Context: an optimization exercise on an open-source flow, tuned for small area. The choices shown serve that exercise and are no tape-out recipe.
In this exercise RTL edits were held to simulation tests only and were not proved equivalent to the original.

==> flow/design.v (outline; a module is shown in full before it is edited, if it fits) <==
// module pdm_capture_pipeline: 1890 lines
// module fa_cell: 10 lines
// module ha_cell: 9 lines
module pdm_capture_pipeline #(
  parameter int CHANNELS   = 4,
  parameter int CIC_ORDER  = 3,
  parameter int CIC_DELAY  = 1,
  parameter int ACC_WIDTH  = 32,
  parameter int PCM_WIDTH  = 16,
  parameter int FIFO_DEPTH = 8,
  localparam int CH_W  = (CHANNELS > 1) ? $clog2(CHANNELS) : 1,
  localparam int CNT_W = $clog2(FIFO_DEPTH) + 1
) (
  input  logic                 clk_i,
  input  logic                 rst_n_i,
  input  logic                 clk_en_i,
  input  logic                 pdm_i,
  input  logic                 pdm_valid_i,
  input  logic [CH_W-1:0]      pdm_channel_i,
  input  logic [6:0]           decimation_i,
  input  logic [4:0]           norm_shift_i,
  input  logic [15:0]          gain_i,
  output logic [PCM_WIDTH-1:0] pcm_o,
  output logic [CH_W-1:0]      pcm_channel_o,
  output logic                 pcm_valid_o,
  input  logic                 pcm_ready_i,
  output logic [CNT_W-1:0]     fifo_count_o,
  output logic                 overflow_o,
  input  logic                 clear_overflow_i
);
  // ...
==> flow/flow/run.sh <==
#!/bin/bash
# The standard layout (standard.sh: the standard synthesis, then ORFS to finish) with four
# changes:
#  - Yosys's ABC technology mapping uses flow/abc_area.script (area-oriented &nf mapping, with
#    no buffering or sizing: the layout's repair steps size and buffer the netlist); the
#    ORFS scripts are copied to scripts_area/ with only that file replaced;
#  - the port buffers that global placement inserts are the smallest buffer cell;
#  - clock tree synthesis inserts no dummy loads;
#  - after global routing, power recovery downsizes cells on paths with slack to spare.
# Each make run's full output goes to its own log here; ORFS keeps each step's log under
# orfs/logs/.
set -euo pipefail
rm -rf scripts_area
cp -r "$FLOW_HOME/scripts" scripts_area
cp flow/abc_area.script scripts_area/abc_area.script
export RECOVER_POWER=100
export BUFFER_PORTS_ARGS="-buffer_cell sky130_fd_sc_hd__buf_1"
export CTS_ARGS="-sink_clustering_enable -repair_clock_nets -sink_clustering_size 16 -sink_clustering_max_diameter 60 -buf_list sky130_fd_sc_hd__clkbuf_8 -dont_use_dummy_load"
bash standard.sh SCRIPTS_DIR="$PWD/scripts_area" synth > flow_synth.log 2>&1
bash standard.sh finish > flow_make.log 2>&1
==> flow/flow/abc_area.script <==
strash
&get -n
&st
&dch
&nf -R 200
&put
topo
stime -c
==> flow/standard.sh <==
#!/bin/bash
# synth_recipe.tcl (not shown) runs the flow's synth.tcl, then flattens the netlist and writes it again
# the make line also repeats each setting of config.mk as NAME=value (left out here)
make -C /OpenROAD-flow-scripts/flow DESIGN_CONFIG=/design/flow/config.mk WORK_HOME=/design/flow/orfs CLKGATE_MAP_FILE= SYNTH_SCRIPT=/design/flow/synth_recipe.tcl "${@:-finish}"
==> flow/config.mk <==
export PLATFORM = sky130hd
export DESIGN_NAME = pdm_capture_pipeline
export DESIGN_NICKNAME = pdm_capture_pipeline
export VERILOG_FILES = /design/flow/design.v
export SDC_FILE = /design/flow/constraint.sdc
export NUM_CORES = 4
export LEC_CHECK = 0
export ABC_AREA = 1
export CAP_MARGIN = 20
export CORE_MARGIN = 2
export CORE_UTILIZATION = 40
export CTS_BUF_LIST = sky130_fd_sc_hd__clkbuf_8
export CTS_CLUSTER_DIAMETER = 60
export CTS_CLUSTER_SIZE = 16
export SLEW_MARGIN = 20
export SYNTH_HIERARCHICAL = 1
export SYNTH_MINIMUM_KEEP_SIZE = 0
==> flow/constraint.sdc <==
create_clock -name core_clock -period 11.0 [get_ports {clk_i}]
set_input_delay 2.2000 -clock core_clock [delete_from_list [all_inputs] [get_ports {clk_i}]]
set_output_delay 2.2000 -clock core_clock [all_outputs]
set_load 0.01 [all_outputs]
==> Flow_metrics.wiki, run 1 <==
{| class="wikitable"
! Metric !! Value
|-
| CP bufs+invs || 5
|-
| Slew @ Worst Pin || 2.551 ns
|-
| All-layer global routing usage || 18.62%
|-
| Endpoint of the worst-slack reg-to-reg timing path || r_p1[2][21]
|-
| Capturing element of the worst setup path || r_p1[2][21]
|-
| Final WL || between 60000 and 70000 um
|-
| Main synth FF type || sky130_fd_sc_hd__edfxtp_1
|-
| End point of the worst hold path || r_s3_ch[0]
|-
| Most common cell after layout, fill and taps aside || sky130_fd_sc_hd__edfxtp_1
|-
| Synthesized cell area || approximately 29000 um^2
|-
| Count of pins over their slew limit || 370
|-
| Number of max-cap violations || 12
|-
| Critical path data arrival time || 11.06 ns
|-
| Synth top area share || 43.60%
|-
| Layout check fault list || capacitance limit, slew limit
|-
| CP delay by family, top || adder cells
|-
| Run status || failed layout checks
|-
| Post-detailed-route DRC marker count || 0
|-
| Crit start category || register
|-
| Final core utilization || between 40% and 50%
|-
| Number of fillers in the final layout || 6611
|-
| Via count of the first global-routing pass || 19126
|-
| Global placement routability congestion || 0.8832
|-
| Pre-CTS WS || 0.2876 ns
|-
| Data buffer area share || 2.180%
|-
| Final critical-path required period || 10.68 ns
|-
| Clock Latency Late Sink || 0.66 ns
|-
| Non-filler instance count after layout || 3293
|-
| Most used cells in the layout excluding fill and tap cells || sky130_fd_sc_hd__edfxtp_1 (428), sky130_fd_sc_hd__fa_1 (239), sky130_fd_sc_hd__nand2_1 (206), sky130_fd_sc_hd__xnor2_1 (197), sky130_fd_sc_hd__a22oi_1 (189)
|-
| Total Die Area || 75890 um^2
|-
| IO Pins || 61
|-
| CTS clock-pin slew for the worst setup and hold paths || 0.09 ns
|-
| Ratio of routed vias to standard cells || roughly 5.5
|-
| Instance area after placement || 31500 um^2
|-
| Overflow after GRT || 0
|-
| Required time at the worst-slack endpoint || 11.39 ns
|-
| Sequential cells || 523
|}
==> run 2, diff against run 1 <==
--- a/flow/design.v
+++ b/flow/design.v
@@ -36,17 +36,17 @@
   logic [CHANNELS-1:0] r_in_sel;
   logic            r_in_bit, w_in_valid;
   logic [6:0]      r_i, r_na;
   logic [CH_W-1:0] w_in_ch;
   logic            r_s2_valid, r_s3_valid, r_s4_valid;
   logic [SW-1:0]   r_s2_data;
   logic [15:0]     r_s3_data, r_s4_data;
   logic [CH_W-1:0] r_s2_ch, r_s3_ch, r_s4_ch;
-  logic            w_done, w_nx, w_same, w_live;
+  logic            w_done, w_nx, w_same;
   logic [6:0]      w_r, w_i1, w_cnt, w_i_nxt, w_na_nxt;
   logic [SW-1:0]   w_y, w_p1, w_sa, w_sb;
   logic [P2W-1:0]  w_p2, w_sc;
   always_comb begin
     w_y  = '0;
     w_p1 = '0;
     w_p2 = '0;
     w_in_ch = '0;
@@ -62,28 +62,24 @@
     end
     w_in_valid = |r_in_sel;
     if (r_i < 7'd3) w_p2 = '0;
     w_done = (r_na == 7'd1);
     w_nx   = ~r_in_bit;
     w_i1   = r_i + 7'd1;
     w_r    = (decimation_i < 7'd2) ? 7'd2 : decimation_i;
     w_same = 1'b0;
-    w_live = 1'b0;
     w_cnt  = '0;
     for (int c = 0; c < CHANNELS; c++) begin
       if (pdm_channel_i == CH_W'(c)) begin
-        w_same = r_in_sel[c];
-        w_live = r_live[c];
-        w_cnt  = r_cnt[c];
+        w_same = w_same | r_in_sel[c];
+        if (r_live[c]) w_cnt = w_cnt | r_cnt[c];
       end
     end
-    if (w_same)      w_i_nxt = w_done ? 7'd0 : w_i1;
-    else if (w_live) w_i_nxt = w_cnt;
-    else             w_i_nxt = 7'd0;
+    w_i_nxt = w_same ? (w_done ? 7'd0 : w_i1) : w_cnt;
     w_na_nxt = w_r - w_i_nxt;
   end
   logic c_0;
   logic c_1;
   logic c_2;
   logic c_3;
   logic c_4;
   logic c_5;
@@ -1878,18 +1874,26 @@
     end else begin
       if (w_push) r_wr <= r_wr + 1'b1;
       if (w_pop)  r_rd <= r_rd + 1'b1;
       if (w_drop)                r_overflow <= 1'b1;
       else if (clear_overflow_i) r_overflow <= 1'b0;
     end
   end
   assign pcm_valid_o   = !w_empty;
-  assign pcm_o         = w_empty ? '0 : r_mem[r_rd[AW-1:0]];
-  assign pcm_channel_o = w_empty ? '0 : r_mem_ch[r_rd[AW-1:0]];
+  always_comb begin
+    pcm_o         = '0;
+    pcm_channel_o = '0;
+    for (int k = 0; k < FIFO_DEPTH; k++) begin
+      if (!w_empty && r_rd[AW-1:0] == AW'(k)) begin
+        pcm_o         = pcm_o | r_mem[k];
+        pcm_channel_o = pcm_channel_o | r_mem_ch[k];
+      end
+    end
+  end
   assign fifo_count_o  = w_count;
   assign overflow_o    = r_overflow;
 endmodule
 module fa_cell (
   input  logic a,
   input  logic b,
   input  logic c,
   output logic s,
==> flow/flow/run.sh (replaced) <==
#!/bin/bash
# The standard layout (standard.sh: the standard synthesis, then ORFS to finish) with three
# changes:
#  - Yosys's ABC technology mapping uses flow/abc_area.script (area-oriented &nf mapping, with
#    no buffering or sizing: the layout's repair steps size and buffer the netlist); the
#    ORFS scripts are copied to scripts_area/ with only that file replaced;
#  - the port buffers that global placement inserts are the smallest buffer cell;
#  - clock tree synthesis inserts no dummy loads.
# Each make run's full output goes to its own log here; ORFS keeps each step's log under
# orfs/logs/.
set -euo pipefail
rm -rf scripts_area
cp -r "$FLOW_HOME/scripts" scripts_area
cp flow/abc_area.script scripts_area/abc_area.script
export BUFFER_PORTS_ARGS="-buffer_cell sky130_fd_sc_hd__buf_1"
export CTS_ARGS="-sink_clustering_enable -repair_clock_nets -sink_clustering_size 16 -sink_clustering_max_diameter 60 -buf_list sky130_fd_sc_hd__clkbuf_8 -dont_use_dummy_load"
bash standard.sh SCRIPTS_DIR="$PWD/scripts_area" synth > flow_synth.log 2>&1
bash standard.sh finish > flow_make.log 2>&1
==> flow/config.mk (replaced) <==
export PLATFORM = sky130hd
export DESIGN_NAME = pdm_capture_pipeline
export DESIGN_NICKNAME = pdm_capture_pipeline
export VERILOG_FILES = /design/flow/design.v
export SDC_FILE = /design/flow/constraint.sdc
export NUM_CORES = 4
export LEC_CHECK = 0
export ABC_AREA = 1
export CAP_MARGIN = 20
export CORE_MARGIN = 2
export CORE_UTILIZATION = 50
export CTS_BUF_LIST = sky130_fd_sc_hd__clkbuf_8
export CTS_CLUSTER_DIAMETER = 60
export CTS_CLUSTER_SIZE = 16
export GPL_ROUTABILITY_DRIVEN = 0
export PLACE_DENSITY = 0.75
export SLEW_MARGIN = 20
export SYNTH_HIERARCHICAL = 1
export SYNTH_MINIMUM_KEEP_SIZE = 0
==> run 2 against run 1 <==
Critical endpoint is now r_y[3][21]. Critical path type unchanged. Now clean on timing, DRC and antenna. Clock skew hardly changed.
==> Flow_metrics.wiki, run 2 <==
{| class="wikitable"
! Metric !! Value
|-
| Max reg flops || 128 (unchanged)
|-
| Antenna violation net count after detailed routing || 0 (unchanged)
|-
| Final cycle utilization of the critical path || 97.06% (was 97.08%)
|-
| Number of fillers in the final layout || 4738 (was 6611)
|-
| Most common cell in the netlist || sky130_fd_sc_hd__edfxtp_1 (unchanged)
|-
| Combinational family with the most area after synthesis || adder cells (unchanged)
|-
| Max_slew headroom || 27.50% (was -70.06%)
|-
| Overflow after GRT || 0 (unchanged)
|-
| TritonCTS Sinks || 523 (unchanged)
|-
| Run status || finished clean (was failed layout checks)
|-
| Critical-path maximum fanout || 7 (was 8)
|-
| Most used cells in the layout excluding fill and tap cells || sky130_fd_sc_hd__edfxtp_1 (428), sky130_fd_sc_hd__fa_1 (239), sky130_fd_sc_hd__nand2_1 (217), sky130_fd_sc_hd__xnor2_1 (197), sky130_fd_sc_hd__a22oi_1 (172) (was sky130_fd_sc_hd__edfxtp_1 (428), sky130_fd_sc_hd__fa_1 (239), sky130_fd_sc_hd__nand2_1 (206), sky130_fd_sc_hd__xnor2_1 (197), sky130_fd_sc_hd__a22oi_1 (189))
|-
| Clock Tree Buf Depth || 3 (unchanged)
|-
| Total via count after detailed routing || 18775 (was 18250)
|-
| Cell type with the largest total area after synthesis || sky130_fd_sc_hd__edfxtp_1 (unchanged)
|-
| Sequential element share of the synthesized area || 50.90% (was 50.39%)
|-
| Instance area after placement || 30870 um^2 (was 31500 um^2)
|-
| Critical path data arrival time || 10.99 ns (was 11.06 ns)
|-
| Port buffer count || 60 (unchanged)
|-
| Number of max-cap violations || 0 (was 12)
|-
| Synthesized cell area || 29190 um^2 (was 29480 um^2)
|-
| Total Neg Setup Slack || 0 ns (unchanged)
|-
| Share of the synthesized netlist area taken by xor and xnor gates || 7.592% (was 7.546%)
|-
| H-tree Lvls || 2 (unchanged)
|-
| Floorplan Core Area || 57700 um^2 (was 72960 um^2)
|-
| First-pass GRT wire length || 105200 um (was 109900 um)
|-
| Buffers inserted during post-CTS setup optimization || 0 (unchanged)
|-
| Main synth FF type || sky130_fd_sc_hd__edfxtp_1 (unchanged)
|-
| Final critical-path required period || 10.68 ns (about the same)
|-
| Unrepaired setup endpoints after global routing || no (was yes)
|-
| Final WL || 65880 um (was 69360 um)
|-
| Highest achievable clock rate || 93.66 MHz (was 93.65 MHz)
|-
| Antenna Diode Count || 0 (was 3)
|-
| Unique cell type count in the Yosys netlist || 48 (unchanged)
|-
| Via count of the first global-routing pass || 19475 (was 19126)
|-
| Adder-cell share of the synthesized area || 20.08% (was 19.70%)
|-
| Synth top area share || 44.04% (was 43.60%)
|-
| Post-detailed-route DRC marker count || 0 (unchanged)
|-
| Top cells by area, synth || sky130_fd_sc_hd__edfxtp_1 (44%), sky130_fd_sc_hd__fa_1 (16%), sky130_fd_sc_hd__xnor2_1 (5.9%), sky130_fd_sc_hd__dfxtp_1 (5.1%), sky130_fd_sc_hd__a22oi_1 (4.4%) (was sky130_fd_sc_hd__edfxtp_1 (44%), sky130_fd_sc_hd__fa_1 (16%), sky130_fd_sc_hd__xnor2_1 (5.9%), sky130_fd_sc_hd__dfxtp_1 (5.1%), sky130_fd_sc_hd__a22oi_1 (4.8%))
|-
| Detailed Routing Iterations Pass 1 || 8 (was 6)
|-
| Clock Latency Late Sink || 0.64 ns (was 0.66 ns)
|-
| CTS clock-pin slew for the worst setup and hold paths || 0.09 ns (about the same)
|-
| Slowest cell on the critical path || sky130_fd_sc_hd__fa_1 (unchanged)
|-
| Minimum setup slack among reg-to-reg paths || 0.32 ns (about the same)
|-
| # setup viols final || 0 (unchanged)
|-
| Row cnt || 88 (was 99)
|-
| Vert. Die Dim || 245.6 um (was 275.5 um)
|-
| Non-filler instance count after layout || 3093 (was 3293)
|-
| Count of nets after finishing || 2692 (was 2690)
|-
| Fraction of the mapped netlist area in compound gates || 12.43% (was 10.41%)
|-
| Endpoint kind of the worst setup timing path || register (unchanged)
|-
| Synthesized net count || 2532 (was 2513)
|-
| Type of the worst min-delay path || register to register (unchanged)
|-
| Fraction of registers with async set/reset || 3.824% (unchanged)
|-
| Commonest cells in the synthesized netlist || sky130_fd_sc_hd__edfxtp_1 (428), sky130_fd_sc_hd__fa_1 (239), sky130_fd_sc_hd__nand2_1 (217), sky130_fd_sc_hd__xnor2_1 (197), sky130_fd_sc_hd__a22oi_1 (172) (was sky130_fd_sc_hd__edfxtp_1 (428), sky130_fd_sc_hd__fa_1 (239), sky130_fd_sc_hd__nand2_1 (206), sky130_fd_sc_hd__xnor2_1 (197), sky130_fd_sc_hd__a22oi_1 (189))
|-
| Post-Syn Area per Cell || 13.45 um^2 (was 13.67 um^2)
|-
| Required time at the worst-slack endpoint || 11.31 ns (was 11.39 ns)
|-
| Initial antenna violation count || 3 (was 4)
|-
| Type of the worst setup path || register to register (unchanged)
|-
| IO Pins || 61 (unchanged)
|-
| Fraction of synthesized area in multiplexers || 1.316% (was 4.219%)
|-
| Starting utilization of the core area || 50.59% (was 40.41%)
|-
| # resized after CTS || 0 (unchanged)
|-
| Most common cell after layout, fill and taps aside || sky130_fd_sc_hd__edfxtp_1 (unchanged)
|-
| Hold Buf Count CTS || 0 (unchanged)
|-
| Total Die Area || 60320 um^2 (was 75890 um^2)
|-
| Synth Instances || 2170 (was 2156)
|-
| Die X-Extent || 245.6 um (was 275.5 um)
|-
| Final hold slack || 0.2767 ns (was 0.2409 ns)
|-
| # placed instances || 3050 (was 3243)
|-
| Fraction of layout cells with a size suffix above 1 || 5.541% (was 6.349%)
|-
| Setup Skew || 0.09755 ns (was 0.09801 ns)
|-
| CTS tree || yes (unchanged)
|-
| Synthesis-stage register bit count || 523 (unchanged)
|-
| Worst stage delay on the critical path || 0.49 ns (about the same)
|-
| Ratio of routed vias to standard cells || 6.070 (was 5.542)
|-
| Root buffer selected by CTS || sky130_fd_sc_hd__clkbuf_8 (unchanged)
|-
| Cell seen most often among critical-path stages || sky130_fd_sc_hd__fa_1 (unchanged)
|-
| Number of DRC markers in iteration 0 || 2138 (was 1618)
|-
| Detailed placement HPWL || 44610 um (was 48380 um)
|-
| All-layer global routing usage || 22.14% (was 18.62%)
|-
| Number of hold violations in the final report || 0 (unchanged)
|-
| Average detailed-routed wire length per instance || 21.30 um (was 21.06 um)
|-
| Number of enable flip-flop cells after synthesis || 428 (unchanged)
|-
| Post-route cell area || 31470 um^2 (was 32020 um^2)
|-
| Crit start category || register (unchanged)
|-
| Yosys warning total || 11 (unchanged)
|-
| Slew @ Worst Pin || 1.086 ns (was 2.551 ns)
|-
| Area fraction in and, or, nand and nor cells after synthesis || 6.100% (was 6.315%)
|-
| Synthesis-to-layout area growth || 7.811% (was 8.624%)
|-
| Count of pins over their slew limit || 0 (was 370)
|-
| Clock buffer count from CTS || 43 (was 47)
|-
| Maximum number of pins on one net before global-route repair || 53 (was 47)
|}
## run 2: cell types whose count changed after synthesis, sizes merged, moves of 12 or more
cell,change
mux4,-40
a222oi,+37
nor2,-32
a22oi,-17
a21oi,+13
nor3,-13
a32oi,+12
## run 2: cells by family after synthesis
family | Yosys count
AND/OR/NAND/NOR | 401
XOR/XNOR | 253
AO/OA/AOI/OAI | 511
adder cells (fa/ha/maj) | 325
flip-flops | 523
buffers and inverters | 123
multiplexers | 34
## run 2: worst paths after layout
| kind | startpoint | to | cells after the start |
|---|---|---|---|
| min in group asynchronous | rst_n_i | r_in_sel[1] | 2 |
| worst max-delay path | r_na[0] | r_y[3][21] | 33 |
| worst min register to register | r_s2_ch[1] | r_s3_ch[1] | 0 |
| worst max register to register | r_na[0] | r_y[3][21] | 33 |
| max in group asynchronous | rst_n_i | r_rd[3] | 2 |
| worst min-delay path | r_s2_ch[1] | r_s3_ch[1] | 0 |
## run 2: worst max-delay path: cells and delay by family, from the launching register on
kind / cells / cell delay (ns)
AND/OR/NAND/NOR: 3 / 0.28
buffers and inverters: 4 / 0.29
adder cells (fa/ha/maj): 23 / 8.89
flip-flops: 1 / 0.45
multiplexers: 1 / 0.20
XOR/XNOR: 2 / 0.26
## run 2: modules after synthesis (local to each module, per instance)
module | copies in the design | flip-flops and latches | cells | cell area [um^2]
fa_cell | 237 | 0 | 1 | 20.02
pdm_capture_pipeline | 1 | 523 | 1883 | 23820
ha_cell | 50 | 0 | 1 | 12.51
## run 2: routing by layer
layer / vias to the layer above / wire length [um] / GRT usage (%)
li1: 8360 / - / -
met1: 9506 / 26290 / 29.74
met2: 780 / 32380 / 36.92
met3: 123 / 5435 / 4.071
met4: 6 / 1735 / 6.381
met5: - / 37 / 0
## run 2: layout make-up
cell class	instances	area, um^2	share of cell area [%]
Multi-Input combinational cell	1524	13920	44.23
Tap cell	765	957.2	3.042
Inverter	117	439.2	1.396
Clock buffer	43	591.8	1.881
Timing Repair Buffer	121	683.2	2.171
Sequential cell	523	14880	47.28
## run 2: stage by stage
step                util [%]  setup WS (ns)
detailed placement     53.51         0.2866
floorplan                  -        0.09395
global placement       53.51         0.6190
finish                 54.54         0.3229
CTS                    54.53         0.2372
global route           54.54        0.02463
==> run 3, diff against run 2 <==
--- a/flow/config.mk
+++ b/flow/config.mk
@@ -8,11 +8,10 @@
 export ABC_AREA = 1
 export CAP_MARGIN = 20
 export CORE_MARGIN = 2
-export CORE_UTILIZATION = 50
+export CORE_UTILIZATION = 40
 export CTS_BUF_LIST = sky130_fd_sc_hd__clkbuf_8
 export CTS_CLUSTER_DIAMETER = 60
 export CTS_CLUSTER_SIZE = 16
-export GPL_ROUTABILITY_DRIVEN = 0
 export PLACE_DENSITY = 0.75
 export SLEW_MARGIN = 20
 export SYNTH_HIERARCHICAL = 1
==> run 3 against run 2 <==
Wire length grew 1.7%. Global-route usage fell by 4.3 points. Setup slack better by 0.015 ns. Synthesized cell count did not move. Design area rose by 0.83%. Highest routed layer unchanged. Critical endpoint is now r_y[3][20]. Die area increased by 25%. Register-to-register slack gained 0.02 ns. Largest cell class unchanged.
==> Flow_metrics.wiki, run 3 <==
{| class="wikitable"
! Metric !! Value
|-
| Run status || finished clean (unchanged)
|-
| Commonest cells in the synthesized netlist || sky130_fd_sc_hd__edfxtp_1 (428), sky130_fd_sc_hd__fa_1 (239), sky130_fd_sc_hd__nand2_1 (217), sky130_fd_sc_hd__xnor2_1 (197), sky130_fd_sc_hd__a22oi_1 (172) (unchanged)
|-
| # resized after CTS || 0 (unchanged)
|-
| CP bufs+invs || 3 (was 4)
|-
| Final WL || 67020 um (was 65880 um)
|-
| Detailed placement HPWL || 45650 um (was 44610 um)
|-
| Fraction of registers with async set/reset || 3.824% (unchanged)
|-
| Floorplan Core Area || 72590 um^2 (was 57700 um^2)
|-
| Number of enable flip-flop cells after synthesis || 428 (unchanged)
|-
| Initial antenna violation count || 3 (unchanged)
|-
| R2r worst-path depth || 29 (was 33)
|-
| Clock buffer count from CTS || 43 (unchanged)
|-
| Type of the worst setup path || register to register (unchanged)
|-
| Setup Skew || 0.07503 ns (was 0.09755 ns)
|-
| Buffers inserted during post-CTS setup optimization || 0 (unchanged)
|-
| Main synth FF type || sky130_fd_sc_hd__edfxtp_1 (unchanged)
|-
| Via count of the first global-routing pass || 19319 (was 19475)
|-
| Maximum number of pins on one net before global-route repair || 69 (was 53)
|-
| # placed instances || 3241 (was 3050)
|-
| Top cells by area, synth || sky130_fd_sc_hd__edfxtp_1 (44%), sky130_fd_sc_hd__fa_1 (16%), sky130_fd_sc_hd__xnor2_1 (5.9%), sky130_fd_sc_hd__dfxtp_1 (5.1%), sky130_fd_sc_hd__a22oi_1 (4.4%) (unchanged)
|-
| Most common cell in the netlist || sky130_fd_sc_hd__edfxtp_1 (unchanged)
|-
| Unique cell type count in the Yosys netlist || 48 (unchanged)
|-
| Global placement routability congestion || 0.8956
|-
| Synthesis-stage register bit count || 523 (unchanged)
|-
| Number of max-cap violations || 0 (unchanged)
|-
| Non-filler instance count after layout || 3286 (was 3093)
|-
| Worst stage delay on the critical path || 0.61 ns (was 0.49 ns)
|-
| Antenna violation net count after detailed routing || 0 (unchanged)
|-
| Post-route cell area || 31730 um^2 (was 31470 um^2)
|-
| All-layer global routing usage || 17.88% (was 22.14%)
|-
| Highest achievable clock rate || 93.79 MHz (was 93.66 MHz)
|-
| Average detailed-routed wire length per instance || 20.40 um (was 21.30 um)
|-
| Ratio of routed vias to standard cells || 5.651 (was 6.070)
|-
| Port buffer count || 60 (unchanged)
|-
| Critical path data arrival time || 10.98 ns (was 10.99 ns)
|-
| Overflow after GRT || 0 (unchanged)
|-
| Count of pins over their slew limit || 0 (unchanged)
|-
| Required time at the worst-slack endpoint || 11.32 ns (was 11.31 ns)
|-
| Sequential element share of the synthesized area || 50.90% (unchanged)
|-
| Synthesized net count || 2532 (unchanged)
|-
| Hold Buf Count CTS || 0 (unchanged)
|-
| Post-detailed-route DRC marker count || 0 (unchanged)
|-
| Slew @ Worst Pin || 1.079 ns (was 1.086 ns)
|-
| Critical-path maximum fanout || 11 (was 7)
|-
| Instance area after placement || 31120 um^2 (was 30870 um^2)
|-
| H-tree Lvls || 2 (unchanged)
|-
| Vert. Die Dim || 274.1 um (was 245.6 um)
|-
| Cell seen most often among critical-path stages || sky130_fd_sc_hd__fa_1 (unchanged)
|-
| Fraction of layout cells with a size suffix above 1 || 5.548% (was 5.541%)
|-
| Number of hold violations in the final report || 0 (unchanged)
|-
| Root buffer selected by CTS || sky130_fd_sc_hd__clkbuf_8 (unchanged)
|-
| Synthesized cell area || 29190 um^2 (unchanged)
|-
| First-pass GRT wire length || 106000 um (was 105200 um)
|-
| Number of DRC markers in iteration 0 || 2027 (was 2138)
|-
| Synth Instances || 2170 (unchanged)
|-
| Slowest cell on the critical path || sky130_fd_sc_hd__dfxtp_1 (was sky130_fd_sc_hd__fa_1)
|-
| Total Die Area || 75140 um^2 (was 60320 um^2)
|-
| Number of cells on the critical path || 29 (was 33)
|-
| Post-Syn Area per Cell || 13.45 um^2 (unchanged)
|-
| Yosys warning total || 11 (unchanged)
|-
| Most common cell after layout, fill and taps aside || sky130_fd_sc_hd__edfxtp_1 (unchanged)
|-
| # setup viols final || 0 (unchanged)
|-
| Starting utilization of the core area || 40.21% (was 50.59%)
|-
| Most used cells in the layout excluding fill and tap cells || sky130_fd_sc_hd__edfxtp_1 (428), sky130_fd_sc_hd__fa_1 (238), sky130_fd_sc_hd__nand2_1 (217), sky130_fd_sc_hd__xnor2_1 (197), sky130_fd_sc_hd__a22oi_1 (172) (was sky130_fd_sc_hd__edfxtp_1 (428), sky130_fd_sc_hd__fa_1 (239), sky130_fd_sc_hd__nand2_1 (217), sky130_fd_sc_hd__xnor2_1 (197), sky130_fd_sc_hd__a22oi_1 (172))
|-
| Number of fillers in the final layout || 6575 (was 4738)
|-
| Count of nets after finishing || 2689 (was 2692)
|-
| Clock Tree Buf Depth || 3 (unchanged)
|-
| Die X-Extent || 274.1 um (was 245.6 um)
|-
| TritonCTS Sinks || 523 (unchanged)
|-
| CTS tree || yes (unchanged)
|-
| Cell type with the largest total area after synthesis || sky130_fd_sc_hd__edfxtp_1 (unchanged)
|-
| Final cycle utilization of the critical path || 96.93% (was 97.06%)
|-
| Max reg flops || 128 (unchanged)
|-
| Clock Latency Late Sink || 0.61 ns (was 0.64 ns)
|-
| Total Neg Setup Slack || 0 ns (unchanged)
|-
| Type of the worst min-delay path || register to register (unchanged)
|-
| Synthesis-to-layout area growth || 8.703% (was 7.811%)
|-
| Max_slew headroom || 27.95% (was 27.50%)
|-
| CP delay by family, top || adder cells (unchanged)
|-
| Detailed Routing Iterations Pass 1 || 6 (was 8)
|-
| Number of cells on the worst hold path || 0 (unchanged)
|-
| Crit start category || register (unchanged)
|-
| Endpoint kind of the worst setup timing path || register (unchanged)
|-
| CTS clock-pin slew for the worst setup and hold paths || 0.09 ns (about the same)
|-
| Synth top area share || 44.04% (unchanged)
|-
| Final critical-path required period || 10.66 ns (was 10.68 ns)
|-
| Total via count after detailed routing || 18569 (was 18775)
|-
| IO Pins || 61 (unchanged)
|-
| Row cnt || 99 (was 88)
|}
## run 3: cell families after synthesis
kind of cell	synth area share, %
DFF	50.90
buffers and inverters	1.582
adders and majority gates	20.08
muxes	1.316
and+or+nand+nor	6.100
xor gates and xnor gates	7.592
AOI/OAI and AO/OA	12.43
## run 3: final timing paths
kind,from,end,slack (ns)
worst max-delay path,r_i[1],r_y[3][20],0.34
worst min-delay path,r_s3_ch[0],r_s4_ch[0],0.33
worst max register to register,r_i[1],r_y[3][20],0.34
worst min register to register,r_s3_ch[0],r_s4_ch[0],0.33
max in group asynchronous,rst_n_i,r_in_sel[3],8.92
min in group asynchronous,rst_n_i,r_in_sel[1],1.56
## run 3: worst reg2reg max path: cells and delay by family (launching register included)
kind            cells  cell delay, ns
fa+ha+maj          22            8.58
mux                 1            0.09
buf+inv             3            0.32
flops               1            0.61
xor+xnor            2            0.62
compound gates      1            0.13
## run 3: final cells by class
cell class                      count  area, um^2  area share [%]
Antenna cell                        2       5.005         0.01578
Clock buffer                       43       591.8           1.865
Inverter                          117       439.2           1.384
Multi-Input combinational cell   1524       13930           43.90
Sequential cell                   523       14880           46.89
Tap cell                          959        1200           3.782
Timing Repair Buffer              118       686.9           2.165
## run 3: Yosys stat by module (local to each module, per instance)
module | copies in the design | cell area, um^2 | flip-flops and latches | cells inside
ha_cell | 50 | 12.51 | 0 | 1
pdm_capture_pipeline | 1 | 23820 | 523 | 1883
fa_cell | 237 | 20.02 | 0 | 1
## run 3: stage by stage
step           utilization [%]  hold WS [ns]  worst slack (ns)
4_1_cts                  43.68        0.3353            0.1291
3_3_place_gp             42.87        0.3209            0.5743
2_1_floorplan                -        0.3096           0.09395
3_5_place_dp             42.87        0.3121            0.2064
6_report                 43.71        0.3349            0.3381
5_1_grt                  43.70        0.3432        -0.0009708
## run 3: metal layers
metal / share of wire (%) / vias up / GRT usage, % / wire length (um)
met3: 7.9 / 95 / 2.820 / 5270
met2: 49 / 760 / 30.29 / 32880
li1: - / 8358 / - / -
met1: 41 / 9354 / 23.86 / 27310
met5: 0.024 / - / 0 / 16
met4: 2.3 / 2 / 4.934 / 1543
==> run 4, diff against run 3 <==
--- a/flow/flow/run.sh
+++ b/flow/flow/run.sh
@@ -13,6 +13,6 @@
 cp -r "$FLOW_HOME/scripts" scripts_area
 cp flow/abc_area.script scripts_area/abc_area.script
 export BUFFER_PORTS_ARGS="-buffer_cell sky130_fd_sc_hd__buf_1"
-export CTS_ARGS="-sink_clustering_enable -repair_clock_nets -sink_clustering_size 16 -sink_clustering_max_diameter 60 -buf_list sky130_fd_sc_hd__clkbuf_8 -dont_use_dummy_load"
+export CTS_ARGS="-sink_clustering_enable -repair_clock_nets -sink_clustering_size 12 -sink_clustering_max_diameter 50 -buf_list {sky130_fd_sc_hd__clkbuf_4 sky130_fd_sc_hd__clkbuf_8} -dont_use_dummy_load"
 bash standard.sh SCRIPTS_DIR="$PWD/scripts_area" synth > flow_synth.log 2>&1
 bash standard.sh finish > flow_make.log 2>&1
==> run 4 against run 3 <==
Hold slack lost 0.041 ns. Non-clock buffer count is the same. Clock skew grew 0.068 ns. Sequential share of layout area shrank 0.33 points. Maximum frequency grew 0.14%. First-iteration DRC count grew 0.20%. Setup slack gained 0.015 ns. Critical path depth grew 2. Flip-flop and latch count is the same. Synthesized area is the same.
==> Flow_metrics.wiki, run 4 <==
{| class="wikitable"
! Metric !! Value
|-
| Die X-Extent || 274.1 um (unchanged)
|-
| R2r worst-path depth || 31 (was 29)
|-
| Worst stage delay on the critical path || 0.49 ns (was 0.61 ns)
|-
| Antenna violation net count after detailed routing || 0 (unchanged)
|-
| Synthesis-to-layout area growth || 9.466% (was 8.703%)
|-
| Endpoint of the worst-slack reg-to-reg timing path || r_y[3][20] (unchanged)
|-
| Most used cells in the layout excluding fill and tap cells || sky130_fd_sc_hd__edfxtp_1 (428), sky130_fd_sc_hd__fa_1 (238), sky130_fd_sc_hd__nand2_1 (217), sky130_fd_sc_hd__xnor2_1 (197), sky130_fd_sc_hd__a22oi_1 (172) (unchanged)
|-
| Clock Latency Late Sink || 0.71 ns (was 0.61 ns)
|-
| Ratio of routed vias to standard cells || 5.669 (was 5.651)
|-
| Most common cell in the netlist || sky130_fd_sc_hd__edfxtp_1 (unchanged)
|-
| Maximum number of pins on one net before global-route repair || 69 (unchanged)
|-
| Max reg flops || 128 (unchanged)
|-
| Type of the worst min-delay path || register to register (unchanged)
|-
| Non-filler instance count after layout || 3303 (was 3286)
|-
| Overflow after GRT || 0 (unchanged)
|-
| Most common cell after layout, fill and taps aside || sky130_fd_sc_hd__edfxtp_1 (unchanged)
|-
| Slowest cell on the critical path || sky130_fd_sc_hd__fa_1 (was sky130_fd_sc_hd__dfxtp_1)
|-
| Number of max-cap violations || 0 (unchanged)
|-
| Critical path data arrival time || 11.01 ns (was 10.98 ns)
|-
| Count of pins over their slew limit || 0 (unchanged)
|-
| Unique cell type count in the Yosys netlist || 48 (unchanged)
|-
| Minimum setup slack among reg-to-reg paths || 0.35 ns (was 0.34 ns)
|-
| Starting utilization of the core area || 40.21% (unchanged)
|-
| Capturing element of the worst setup path || r_y[3][20] (unchanged)
|-
| Worst Setup SP || r_na[1] (was r_i[1])
|-
| Type of the worst setup path || register to register (unchanged)
|-
| Yosys warning total || 11 (unchanged)
|-
| Number of hold violations in the final report || 0 (unchanged)
|-
| Floorplan Core Area || 72590 um^2 (unchanged)
|-
| Cell type with the largest total area after synthesis || sky130_fd_sc_hd__edfxtp_1 (unchanged)
|-
| Run status || finished clean (unchanged)
|-
| Crit start category || register (unchanged)
|-
| CTS clock-pin slew for the worst setup and hold paths || 0.08 ns (was 0.09 ns)
|-
| Detailed placement HPWL || 45650 um (unchanged)
|-
| All-layer global routing usage || 17.97% (was 17.88%)
|-
| Vert. Die Dim || 274.1 um (unchanged)
|-
| Synth top area share || 44.04% (unchanged)
|-
| Hold Buf Count CTS || 0 (unchanged)
|-
| Buffers inserted during post-CTS setup optimization || 0 (unchanged)
|-
| Commonest cells in the synthesized netlist || sky130_fd_sc_hd__edfxtp_1 (428), sky130_fd_sc_hd__fa_1 (239), sky130_fd_sc_hd__nand2_1 (217), sky130_fd_sc_hd__xnor2_1 (197), sky130_fd_sc_hd__a22oi_1 (172) (unchanged)
|-
| Max_slew headroom || 28.46% (was 27.95%)
|-
| # placed instances || 3241 (unchanged)
|-
| H-tree Lvls || 2 (unchanged)
|-
| Detailed Routing Iterations Pass 1 || 9 (was 6)
|-
| Via count of the first global-routing pass || 19456 (was 19319)
|-
| Startpoint of the worst-slack reg-to-reg timing path || r_na[1] (was r_i[1])
|-
| Critical-path maximum fanout || 8 (was 11)
|-
| Final WL || 67490 um (was 67020 um)
|-
| Final cycle utilization of the critical path || 96.79% (was 96.93%)
|-
| Top cells by area, synth || sky130_fd_sc_hd__edfxtp_1 (44%), sky130_fd_sc_hd__fa_1 (16%), sky130_fd_sc_hd__xnor2_1 (5.9%), sky130_fd_sc_hd__dfxtp_1 (5.1%), sky130_fd_sc_hd__a22oi_1 (4.4%) (unchanged)
|-
| Fraction of registers with async set/reset || 3.824% (unchanged)
|-
| Initial antenna violation count || 3 (unchanged)
|-
| Average detailed-routed wire length per instance || 20.43 um (was 20.40 um)
|-
| # resized after CTS || 0 (unchanged)
|-
| First-pass GRT wire length || 106400 um (was 106000 um)
|-
| Number of enable flip-flop cells after synthesis || 428 (unchanged)
|-
| Synthesized cell area || 29190 um^2 (unchanged)
|-
| Clock buffer count from CTS || 59 (was 43)
|-
| Endpoint kind of the worst setup timing path || register (unchanged)
|-
| Setup Skew || 0.1430 ns (was 0.07503 ns)
|-
| CTS tree || yes (unchanged)
|-
| Highest achievable clock rate || 93.92 MHz (was 93.79 MHz)
|-
| TritonCTS Sinks || 523 (unchanged)
|-
| Post-detailed-route DRC marker count || 0 (unchanged)
|-
| Global placement routability congestion || 0.8956 (unchanged)
|-
| Total Neg Setup Slack || 0 ns (unchanged)
|-
| Clock Tree Buf Depth || 3 (unchanged)
|-
| Post-Syn Area per Cell || 13.45 um^2 (unchanged)
|-
| Synth Instances || 2170 (unchanged)
|-
| Row cnt || 99 (unchanged)
|-
| Fraction of layout cells with a size suffix above 1 || 6.194% (was 5.548%)
|-
| Count of nets after finishing || 2705 (was 2689)
|-
| Sequential element share of the synthesized area || 50.90% (unchanged)
|-
| Synthesis-stage register bit count || 523 (unchanged)
|-
| Slew @ Worst Pin || 1.072 ns (was 1.079 ns)
|-
| Total Die Area || 75140 um^2 (unchanged)
|-
| Instance area after placement || 31120 um^2 (unchanged)
|-
| Cell seen most often among critical-path stages || sky130_fd_sc_hd__fa_1 (unchanged)
|-
| Port buffer count || 60 (unchanged)
|-
| # setup viols final || 0 (unchanged)
|-
| Post-route cell area || 31950 um^2 (was 31730 um^2)
|-
| Root buffer selected by CTS || sky130_fd_sc_hd__clkbuf_8 (unchanged)
|-
| Unrepaired setup endpoints after global routing || no
|-
| Final critical-path required period || 10.65 ns (was 10.66 ns)
|-
| Main synth FF type || sky130_fd_sc_hd__edfxtp_1 (unchanged)
|-
| Total via count after detailed routing || 18726 (was 18569)
|-
| Final hold slack || 0.2942 ns (was 0.3349 ns)
|-
| Required time at the worst-slack endpoint || 11.36 ns (was 11.32 ns)
|-
| Number of DRC markers in iteration 0 || 2031 (was 2027)
|-
| IO Pins || 61 (unchanged)
|-
| Synthesized net count || 2532 (unchanged)
|}
run 4: cell counts after synthesis:
Identical to the previous run, type by type.
run 4: layout make-up:
class                           instances  area (um^2)
Antenna cell                            3        7.507
Clock buffer                           59        812.0
Fill cell                            6563        40640
Inverter                              117        439.2
Multi-Input combinational cell       1524        13930
Sequential cell                       523        14880
Tap cell                              959         1200
Timing Repair Buffer                  118        686.9
run 4: how the worst min path moves through the flow:
| stage | startpoint | endpoint | slack [ns] | cells past startpoint |
|---|---|---|---|---|
| 2_1_floorplan | r_s2_ch[0] | r_s3_ch[0] | 0.31 | 0 |
| 3_3_place_gp | r_s3_ch[0] | r_s4_ch[0] | 0.32 | 0 |
| 3_5_place_dp | r_s3_ch[0] | r_s4_ch[0] | 0.31 | 0 |
| 4_1_cts | r_s2_ch[1] | r_s3_ch[1] | 0.30 | 0 |
| 5_1_grt | r_s2_ch[1] | r_s3_ch[1] | 0.30 | 0 |
| 6_report | r_s2_ch[1] | r_s3_ch[1] | 0.29 | 0 |
run 4: Yosys stat by module (local to each module, per instance):
module,area (um^2),cells
ha_cell,12.51,1
fa_cell,20.02,1
pdm_capture_pipeline,23820,1883
run 4: per-stage QoR:
stage | util, % | setup WS [ns]
finish | 44.01 | 0.3532
detailed placement | 42.87 | 0.2064
global route | 44.01 | 0.02511
global placement | 42.87 | 0.5743
CTS | 43.99 | 0.1739
floorplan | - | 0.09395
run 4: critical path, delay by kind of cell (launching register included):
kind,cells,cell delay (ns)
compound gates,1,0.13
xor+xnor,1,0.35
fa+ha+maj,23,8.93
buf+inv,5,0.45
flops,1,0.39
mux,1,0.09
run 4: layer usage:
layer / vias up / GRT usage [%] / part of all wire (%)
li1: 8393 / - / -
met1: 9453 / 23.79 / 41
met2: 766 / 30.37 / 49
met3: 112 / 2.864 / 7.6
met4: 2 / 5.292 / 2.4
met5: - / 1.155 / 0.024
run 4: kinds of logic (layout without fill, tap and decap cells):
family | after synthesis | in the layout | synth area share (%)
buffers and inverters | 123 | 294 | 1.582
AND/OR/NAND/NOR | 401 | 401 | 6.100
other | 0 | 3 | 0
AO/OA/AOI/OAI | 511 | 511 | 12.43
multiplexers | 34 | 34 | 1.316
flip-flops | 523 | 523 | 50.90
adder cells (fa/ha/maj) | 325 | 325 | 20.08
XOR/XNOR | 253 | 253 | 7.592
==> run 5, diff against run 4 <==
--- a/flow/flow/run.sh
+++ b/flow/flow/run.sh
@@ -13,6 +13,6 @@
 cp -r "$FLOW_HOME/scripts" scripts_area
 cp flow/abc_area.script scripts_area/abc_area.script
 export BUFFER_PORTS_ARGS="-buffer_cell sky130_fd_sc_hd__buf_1"
-export CTS_ARGS="-sink_clustering_enable -repair_clock_nets -sink_clustering_size 12 -sink_clustering_max_diameter 50 -buf_list {sky130_fd_sc_hd__clkbuf_4 sky130_fd_sc_hd__clkbuf_8} -dont_use_dummy_load"
+export CTS_ARGS="-sink_clustering_enable -repair_clock_nets -sink_clustering_size 10 -sink_clustering_max_diameter 40 -buf_list sky130_fd_sc_hd__clkbuf_4 -dont_use_dummy_load"
 bash standard.sh SCRIPTS_DIR="$PWD/scripts_area" synth > flow_synth.log 2>&1
 bash standard.sh finish > flow_make.log 2>&1
--- a/flow/config.mk
+++ b/flow/config.mk
@@ -12,6 +12,7 @@
 export CTS_BUF_LIST = sky130_fd_sc_hd__clkbuf_8
 export CTS_CLUSTER_DIAMETER = 60
 export CTS_CLUSTER_SIZE = 16
+export GPL_TIMING_DRIVEN = 0
 export PLACE_DENSITY = 0.75
 export SLEW_MARGIN = 20
 export SYNTH_HIERARCHICAL = 1
==> run 5 against run 4 <==
Die area unchanged. Flip-flop and latch count unchanged. Via count increased by 0.45%. Clock-buffer cell count increased by 14. First-iteration DRC count decreased by 5.1%. Utilization decreased by 0.26 points. Final cell count decreased by 0.27%.
==> Flow_metrics.wiki, run 5 <==
{| class="wikitable"
! Metric !! Value
|-
| Type of the worst min-delay path || register to register (unchanged)
|-
| Most common cell after layout, fill and taps aside || sky130_fd_sc_hd__edfxtp_1 (unchanged)
|-
| Final cycle utilization of the critical path || 96.41% (was 96.79%)
|-
| Cell seen most often among critical-path stages || sky130_fd_sc_hd__fa_1 (unchanged)
|-
| TritonCTS Sinks || 523 (unchanged)
|-
| Clock Latency Late Sink || 0.81 ns (was 0.71 ns)
|-
| Fraction of layout cells with a size suffix above 1 || 6.769% (was 6.194%)
|-
| Overflow after GRT || 0 (unchanged)
|-
| CP bufs+invs || 5 (unchanged)
|-
| Starting utilization of the core area || 40.21% (unchanged)
|-
| Endpoint kind of the worst setup timing path || register (unchanged)
|-
| Critical-path maximum fanout || 8 (unchanged)
|-
| Synth Instances || 2170 (unchanged)
|-
| Unrepaired setup endpoints after global routing || no (unchanged)
|-
| IO Pins || 61 (unchanged)
|-
| Final WL || 66150 um (was 67490 um)
|-
| Die X-Extent || 274.1 um (unchanged)
|-
| Sequential element share of the synthesized area || 50.90% (unchanged)
|-
| Number of max-cap violations || 0 (unchanged)
|-
| Clock Tree Buf Depth || 3 (unchanged)
|-
| # setup viols final || 0 (unchanged)
|-
| Buffers inserted during post-CTS setup optimization || 0 (unchanged)
|-
| Initial antenna violation count || 6 (was 3)
|-
| Required time at the worst-slack endpoint || 11.44 ns (was 11.36 ns)
|-
| Highest achievable clock rate || 94.29 MHz (was 93.92 MHz)
|-
| All-layer global routing usage || 17.79% (was 17.97%)
|-
| Hold Buf Count CTS || 0 (unchanged)
|-
| Fraction of registers with async set/reset || 3.824% (unchanged)
|-
| Max reg flops || 128 (unchanged)
|-
| Total Die Area || 75140 um^2 (unchanged)
|-
| Top cells by area, synth || sky130_fd_sc_hd__edfxtp_1 (44%), sky130_fd_sc_hd__fa_1 (16%), sky130_fd_sc_hd__xnor2_1 (5.9%), sky130_fd_sc_hd__dfxtp_1 (5.1%), sky130_fd_sc_hd__a22oi_1 (4.4%) (unchanged)
|-
| Unique cell type count in the Yosys netlist || 48 (unchanged)
|-
| Most common cell in the netlist || sky130_fd_sc_hd__edfxtp_1 (unchanged)
|-
| Number of hold violations in the final report || 0 (unchanged)
|-
| Type of the worst setup path || register to register (unchanged)
|-
| Crit start category || register (unchanged)
|-
| CP delay by family, top || adder cells (unchanged)
|-
| Yosys warning total || 11 (unchanged)
|-
| Post-detailed-route DRC marker count || 0 (unchanged)
|-
| Setup Skew || 0.1592 ns (was 0.1430 ns)
|-
| Run status || finished clean (unchanged)
|-
| Critical path data arrival time || 11.04 ns (was 11.01 ns)
|-
| # resized after CTS || 0 (unchanged)
|-
| Synthesis-to-layout area growth || 8.818% (was 9.466%)
|-
| Commonest cells in the synthesized netlist || sky130_fd_sc_hd__edfxtp_1 (428), sky130_fd_sc_hd__fa_1 (239), sky130_fd_sc_hd__nand2_1 (217), sky130_fd_sc_hd__xnor2_1 (197), sky130_fd_sc_hd__a22oi_1 (172) (unchanged)
|-
| Worst stage delay on the critical path || 0.52 ns (was 0.49 ns)
|-
| Synthesized net count || 2532 (unchanged)
|-
| Number of enable flip-flop cells after synthesis || 428 (unchanged)
|-
| Detailed placement HPWL || 45660 um (was 45650 um)
|-
| Slew @ Worst Pin || 1.065 ns (was 1.072 ns)
|-
| Synthesis-stage register bit count || 523 (unchanged)
|-
| Maximum number of pins on one net before global-route repair || 54 (was 69)
|-
| Cell type with the largest total area after synthesis || sky130_fd_sc_hd__edfxtp_1 (unchanged)
|-
| Max_slew headroom || 28.88% (was 28.46%)
|-
| Most used cells in the layout excluding fill and tap cells || sky130_fd_sc_hd__edfxtp_1 (428), sky130_fd_sc_hd__fa_1 (238), sky130_fd_sc_hd__nand2_1 (216), sky130_fd_sc_hd__xnor2_1 (197), sky130_fd_sc_hd__a22oi_1 (172) (was sky130_fd_sc_hd__edfxtp_1 (428), sky130_fd_sc_hd__fa_1 (238), sky130_fd_sc_hd__nand2_1 (217), sky130_fd_sc_hd__xnor2_1 (197), sky130_fd_sc_hd__a22oi_1 (172))
|-
| Total via count after detailed routing || 18810 (was 18726)
|-
| Pre-CTS WS || 0.2595 ns (was 0.2064 ns)
|-
| Average detailed-routed wire length per instance || 20.08 um (was 20.43 um)
|-
| Ratio of routed vias to standard cells || 5.710 (was 5.669)
|-
| Global placement routability congestion || 0.8809 (was 0.8956)
|-
| Port buffer count || 60 (unchanged)
|-
| Slowest cell on the critical path || sky130_fd_sc_hd__fa_1 (unchanged)
|-
| Number of DRC markers in iteration 0 || 1928 (was 2031)
|-
| Synth top area share || 44.04% (unchanged)
|-
| Post-Syn Area per Cell || 13.45 um^2 (unchanged)
|-
| Count of pins over their slew limit || 0 (unchanged)
|-
| Clock buffer count from CTS || 73 (was 59)
|-
| CTS tree || yes (unchanged)
|-
| CTS clock-pin slew for the worst setup and hold paths || 0.09 ns (was 0.08 ns)
|-
| First-pass GRT wire length || 105600 um (was 106400 um)
|-
| Detailed Routing Iterations Pass 1 || 6 (was 9)
|-
| Antenna violation net count after detailed routing || 0 (unchanged)
|-
| Via count of the first global-routing pass || 19513 (was 19456)
|-
| Root buffer selected by CTS || sky130_fd_sc_hd__clkbuf_4 (was sky130_fd_sc_hd__clkbuf_8)
|-
| Main synth FF type || sky130_fd_sc_hd__edfxtp_1 (unchanged)
|-
| Row cnt || 99 (unchanged)
|-
| Count of nets after finishing || 2698 (was 2705)
|-
| Vert. Die Dim || 274.1 um (unchanged)
|-
| Final critical-path required period || 10.61 ns (was 10.65 ns)
|-
| Minimum setup slack in the final design || 0.3948 ns (was 0.3532 ns)
|-
| Floorplan Core Area || 72590 um^2 (unchanged)
|-
| Synthesized cell area || 29190 um^2 (unchanged)
|-
| H-tree Lvls || 3 (was 2)
|}
## run 5: cell count changes in the layout (fill, tap and decap cells not counted), sizes merged
cell,previous run,this run
clkbuf,60,74
diode,3,1
buf,117,96
## run 5: metal layers
| metal | GRT usage [%] | share of wire [%] | up-vias |
|---|---|---|---|
| met1 | 23.11 | 41 | 9470 |
| met4 | 5.792 | 2.8 | 10 |
| met2 | 29.64 | 49 | 760 |
| met5 | 0 | 0.092 | - |
| met3 | 3.862 | 7.8 | 135 |
| li1 | - | - | 8435 |
## run 5: worst register-to-register path, delay by kind of cell (launching register included)
family                   cells  cell delay [ns]
AND/OR/NAND/NOR              2             0.21
XOR/XNOR                     2             0.29
buffers and inverters        5             0.38
adder cells (fa/ha/maj)     23             8.79
flip-flops                   1             0.39
multiplexers                 1             0.18
## run 5: cell type report
cell class,count,area [um^2]
Fill cell,6461,40830
Sequential cell,523,14890
Multi-Input combinational cell,1524,13990
Tap cell,959,1200
Timing Repair Buffer,91,666.9
Clock buffer,73,548.0
Inverter,117,440.4
Buffer,6,22.52
Antenna cell,1,2.502
## run 5: logic make-up (layout without fill, tap and decap cells)
logic type | Yosys count | count (layout) | synth area share (%)
xor+xnor | 253 | 253 | 7.592
compound gates | 511 | 511 | 12.43
buf+inv | 123 | 287 | 1.582
flops | 523 | 523 | 50.90
fa+ha+maj | 325 | 325 | 20.08
simple gates | 401 | 401 | 6.100
other cells | 0 | 1 | 0
mux | 34 | 34 | 1.316
## run 5: per-stage QoR
stage | setup TNS (ns) | hold slack [ns] | std cells | utilization [%] | cell area [um^2]
3_5_place_dp | 0 | 0.3143 | 3220 | 42.96 | 31190
5_1_grt | 0 | 0.3468 | 3294 | 43.75 | 31760
3_3_place_gp | -341.87 | 0.3171 | 3189 | 42.17 | 30610
4_1_cts | 0 | 0.3411 | 3293 | 43.72 | 31730
2_1_floorplan | 0 | 0.3096 | 2170 | - | 29190
6_report | 0 | 0.3359 | 3294 | 43.75 | 31760
## run 5: modules after synthesis, one instance, submodules excluded
module	flip-flops and latches	cells
fa_cell	0	1
ha_cell	0	1
pdm_capture_pipeline	523	1883
## run 5: path summary, 6_finish.rpt
| kind | start | endpoint | slack, ns | cells past startpoint |
|---|---|---|---|---|
| min reg2reg | r_s3_ch[0] | r_s4_ch[0] | 0.34 | 0 |
| min | r_s3_ch[0] | r_s4_ch[0] | 0.34 | 0 |
| max reg2reg | r_na[1] | r_y[1][21] | 0.39 | 33 |
| max | r_na[1] | r_y[1][21] | 0.39 | 33 |
| min in group asynchronous | rst_n_i | r_live[0] | 1.39 | 1 |
| max in group asynchronous | rst_n_i | r_rd[0] | 9.02 | 1 |
==> run 6, diff against run 5 <==
--- a/flow/config.mk
+++ b/flow/config.mk
@@ -12,7 +12,6 @@
 export CTS_BUF_LIST = sky130_fd_sc_hd__clkbuf_8
 export CTS_CLUSTER_DIAMETER = 60
 export CTS_CLUSTER_SIZE = 16
-export GPL_TIMING_DRIVEN = 0
 export PLACE_DENSITY = 0.75
 export SLEW_MARGIN = 20
 export SYNTH_HIERARCHICAL = 1
==> run 6 against run 5 <==
Final cell count increased by 0.70%. Synthesized cell count unchanged. Largest cell class unchanged. Wire length increased by 1.8%. Setup slack got worse by 0.050 ns. Flip-flop and latch count unchanged. Utilization decreased by 0.090 points. Hold slack got worse by 0.0036 ns.
==> Flow_metrics.wiki, run 6 <==
{| class="wikitable"
! Metric !! Value
|-
| Run status || finished clean (unchanged)
|-
| Cell type with the largest total area after synthesis || sky130_fd_sc_hd__edfxtp_1 (unchanged)
|-
| IO Pins || 61 (unchanged)
|-
| Initial antenna violation count || 4 (was 6)
|-
| Buffers inserted during post-CTS setup optimization || 0 (unchanged)
|-
| R2r worst-path depth || 29 (was 33)
|-
| Endpoint of the worst-slack reg-to-reg timing path || r_y[2][20] (was r_y[1][21])
|-
| Type of the worst setup path || register to register (unchanged)
|-
| Clock buffer count from CTS || 75 (was 73)
|-
| Fraction of layout cells with a size suffix above 1 || 6.831% (was 6.769%)
|-
| Antenna violation net count after detailed routing || 0 (unchanged)
|-
| Startpoint of the worst-slack reg-to-reg timing path || r_i[1] (was r_na[1])
|-
| Number of max-cap violations || 0 (unchanged)
|-
| Post-Syn Area per Cell || 13.45 um^2 (unchanged)
|-
| # setup viols final || 0 (unchanged)
|-
| Sequential element share of the synthesized area || 50.90% (unchanged)
|-
| Post-detailed-route DRC marker count || 0 (unchanged)
|-
| Type of the worst min-delay path || register to register (unchanged)
|-
| Detailed placement HPWL || 45650 um (was 45660 um)
|-
| Slowest cell on the critical path || sky130_fd_sc_hd__dfxtp_1 (was sky130_fd_sc_hd__fa_1)
|-
| Max reg flops || 128 (unchanged)
|-
| Total Neg Setup Slack || 0 ns (unchanged)
|-
| Final core utilization || 43.66% (was 43.75%)
|-
| Synthesized cell area || 29190 um^2 (unchanged)
|-
| Setup Skew || 0.1193 ns (was 0.1592 ns)
|-
| Via count of the first global-routing pass || 19508 (was 19513)
|-
| Maximum number of pins on one net before global-route repair || 69 (was 54)
|-
| Cell seen most often among critical-path stages || sky130_fd_sc_hd__fa_1 (unchanged)
|-
| Main synth FF type || sky130_fd_sc_hd__edfxtp_1 (unchanged)
|-
| Most common cell in the netlist || sky130_fd_sc_hd__edfxtp_1 (unchanged)
|-
| Synthesis-to-layout area growth || 8.595% (was 8.818%)
|-
| Number of hold violations in the final report || 0 (unchanged)
|-
| Root buffer selected by CTS || sky130_fd_sc_hd__clkbuf_4 (unchanged)
|-
| Worst stage delay on the critical path || 0.60 ns (was 0.52 ns)
|-
| Final WL || 67300 um (was 66150 um)
|-
| Die X-Extent || 274.1 um (unchanged)
|-
| CTS clock-pin slew for the worst setup and hold paths || 0.08 ns (was 0.09 ns)
|-
| All-layer global routing usage || 17.99% (was 17.79%)
|-
| Detailed Routing Iterations Pass 1 || 6 (unchanged)
|-
| Ratio of routed vias to standard cells || 5.676 (was 5.710)
|-
| Unrepaired setup endpoints after global routing || no (unchanged)
|-
| Overflow after GRT || 0 (unchanged)
|-
| First-pass GRT wire length || 106200 um (was 105600 um)
|-
| Minimum setup slack in the final design || 0.3451 ns (was 0.3948 ns)
|-
| Most common cell after layout, fill and taps aside || sky130_fd_sc_hd__edfxtp_1 (unchanged)
|-
| Count of nets after finishing || 2721 (was 2698)
|-
| Post-route cell area || 31690 um^2 (was 31760 um^2)
|-
| Starting utilization of the core area || 40.21% (unchanged)
|-
| Final critical-path required period || 10.65 ns (was 10.61 ns)
|-
| Average detailed-routed wire length per instance || 20.29 um (was 20.08 um)
|-
| Synthesis-stage register bit count || 523 (unchanged)
|-
| Number of DRC markers in iteration 0 || 1870 (was 1928)
|-
| Pre-CTS WS || 0.2064 ns (was 0.2595 ns)
|-
| Yosys warning total || 11 (unchanged)
|-
| Floorplan Core Area || 72590 um^2 (unchanged)
|-
| Commonest cells in the synthesized netlist || sky130_fd_sc_hd__edfxtp_1 (428), sky130_fd_sc_hd__fa_1 (239), sky130_fd_sc_hd__nand2_1 (217), sky130_fd_sc_hd__xnor2_1 (197), sky130_fd_sc_hd__a22oi_1 (172) (unchanged)
|-
| Slew @ Worst Pin || 1.085 ns (was 1.065 ns)
|-
| Critical path data arrival time || 11.14 ns (was 11.04 ns)
|-
| Total via count after detailed routing || 18827 (was 18810)
|-
| Number of enable flip-flop cells after synthesis || 428 (unchanged)
|-
| Final cycle utilization of the critical path || 96.86% (was 96.41%)
|-
| Vert. Die Dim || 274.1 um (unchanged)
|-
| CTS tree || yes (unchanged)
|-
| Required time at the worst-slack endpoint || 11.49 ns (was 11.44 ns)
|-
| Synth Instances || 2170 (unchanged)
|-
| Synth top area share || 44.04% (unchanged)
|-
| Hold_sp || r_s3_ch[0] (unchanged)
|-
| Fraction of registers with async set/reset || 3.824% (unchanged)
|-
| Row cnt || 99 (unchanged)
|-
| Clock Tree Buf Depth || 3 (unchanged)
|-
| Minimum setup slack among reg-to-reg paths || 0.35 ns (was 0.39 ns)
|-
| Global placement routability congestion || 0.8956 (was 0.8809)
|-
| Crit start category || register (unchanged)
|-
| Instance area after placement || 31120 um^2 (was 31190 um^2)
|-
| Highest achievable clock rate || 93.85 MHz (was 94.29 MHz)
|-
| Critical-path maximum fanout || 11 (was 8)
|-
| Top cells by area, synth || sky130_fd_sc_hd__edfxtp_1 (44%), sky130_fd_sc_hd__fa_1 (16%), sky130_fd_sc_hd__xnor2_1 (5.9%), sky130_fd_sc_hd__dfxtp_1 (5.1%), sky130_fd_sc_hd__a22oi_1 (4.4%) (unchanged)
|-
| Unique cell type count in the Yosys netlist || 48 (unchanged)
|-
| End point of the worst hold path || r_s4_ch[0] (unchanged)
|-
| Most used cells in the layout excluding fill and tap cells || sky130_fd_sc_hd__edfxtp_1 (428), sky130_fd_sc_hd__fa_1 (238), sky130_fd_sc_hd__nand2_1 (217), sky130_fd_sc_hd__xnor2_1 (197), sky130_fd_sc_hd__a22oi_1 (172) (was sky130_fd_sc_hd__edfxtp_1 (428), sky130_fd_sc_hd__fa_1 (238), sky130_fd_sc_hd__nand2_1 (216), sky130_fd_sc_hd__xnor2_1 (197), sky130_fd_sc_hd__a22oi_1 (172))
|-
| Total Die Area || 75140 um^2 (unchanged)
|-
| Synthesized net count || 2532 (unchanged)
|-
| TritonCTS Sinks || 523 (unchanged)
|-
| Count of pins over their slew limit || 0 (unchanged)
|-
| Worst Setup SP || r_i[1] (was r_na[1])
|-
| Clock Latency Late Sink || 0.84 ns (was 0.81 ns)
|-
| Max_slew headroom || 27.54% (was 28.88%)
|-
| Port buffer count || 60 (unchanged)
|-
| H-tree Lvls || 3 (unchanged)
|-
| Endpoint kind of the worst setup timing path || register (unchanged)
|-
| Number of cells on the worst hold path || 0 (unchanged)
|}
run 6: worst max path at each step:
stage,end,cells past startpoint
after floorplan,r_y[0][21],26
after global placement,r_p1[1][21],33
after detailed placement,r_p1[2][20],31
after CTS,r_p1[2][20],31
after global routing,r_y[2][20],31
final,r_y[2][20],29
run 6: layer usage:
metal	vias to the layer above	GRT usage, %	wire (um)
met2	778	30.23	32870
met5	-	0	36
li1	8465	-	-
met1	9460	23.54	27340
met3	118	3.293	5264
met4	6	5.935	1800
run 6: logic make-up (layout without fill, tap and decap cells):
group | after synthesis | in the layout | share of synthesized area (%)
AO/OA/AOI/OAI | 511 | 511 | 12.43
XOR/XNOR | 253 | 253 | 7.592
adder cells (fa/ha/maj) | 325 | 325 | 20.08
buffers and inverters | 123 | 310 | 1.582
flip-flops | 523 | 523 | 50.90
multiplexers | 34 | 34 | 1.316
other | 0 | 1 | 0
AND/OR/NAND/NOR | 401 | 401 | 6.100
run 6: area by class of cell:
| class | instances | area [um^2] |
|---|---|---|
| inverters | 117 | 439.2 |
| repair buffers | 118 | 686.9 |
| fillers | 6583 | 40890 |
| well taps | 959 | 1200 |
| clock buffers | 75 | 563.0 |
| flip-flops and latches | 523 | 14880 |
| diodes | 1 | 2.502 |
| multi-input cells | 1524 | 13930 |
run 6: through the flow:
step,cells,hold slack (ns)
finish,3317,0.3323
global route,3317,0.3410
CTS,3316,0.3332
detailed placement,3241,0.3121
global placement,3241,0.3209
floorplan,2170,0.3096
run 6: what timing repair did:
| item | in CTS | in global routing |
|---|---|---|
| endpoints found under the setup margin | 0 | 16 |
| resized for setup | 0 | 6 |
| hold buffers | 0 | 0 |
run 6: per-module statistics from Yosys, one instance, submodules excluded:
module | area [um^2] | cells inside | flops+latches
ha_cell | 12.51 | 1 | 0
pdm_capture_pipeline | 23820 | 1883 | 523
fa_cell | 20.02 | 1 | 0
run 6: critical path: cells and delay by family, from the launching register on:
family,cells,cell delay [ns]
xor+xnor,2,0.61
fa+ha+maj,22,8.57
mux,1,0.09
buf+inv,3,0.33
flops,1,0.60
compound gates,1,0.13

-- what the ideal ports hide --
The flow's constraints put no driver on any port. The routed layouts listed below were extracted and timed again, unchanged, in two steps. Step 1 (the two cells are an assumption about what drives the block):
set clk [get_ports {clk_i}]
set_driving_cell -lib_cell sky130_fd_sc_hd__clkbuf_16 $clk
set_driving_cell -lib_cell sky130_fd_sc_hd__buf_2 [delete_from_list [all_inputs] $clk]
Step 2, shift: input delay + t, output delay - t, t = (earliest + latest rising clock arrival at the registers) / 2. This alone moves slack from input paths to output paths. Slacks: ideal ports / drivers / drivers and shift; pairs: ideal ports / drivers.
| run | t (ns) | slack for setup (ns) | worst setup path at the end |
|---|---|---|---|
| run 1 | 0.673 | 0.322 / 0.322 / 0.322 | register to register |
| run 2 | 0.642 | 0.323 / 0.323 / 0.323 | register to register |
| run 3 | 0.651 | 0.338 / 0.338 / 0.338 | register to register |
| run 4 | 0.701 | 0.353 / 0.353 / 0.353 | register to register |
| run 5 | 0.795 | 0.395 / 0.395 / 0.393 | input to register |
| run 6 | 0.834 | 0.345 / 0.345 / 0.345 | register to register |
For run 5, which loses most, drivers alone change the setup slack by 0.000 ns; drivers and shift together by -0.002 ns.
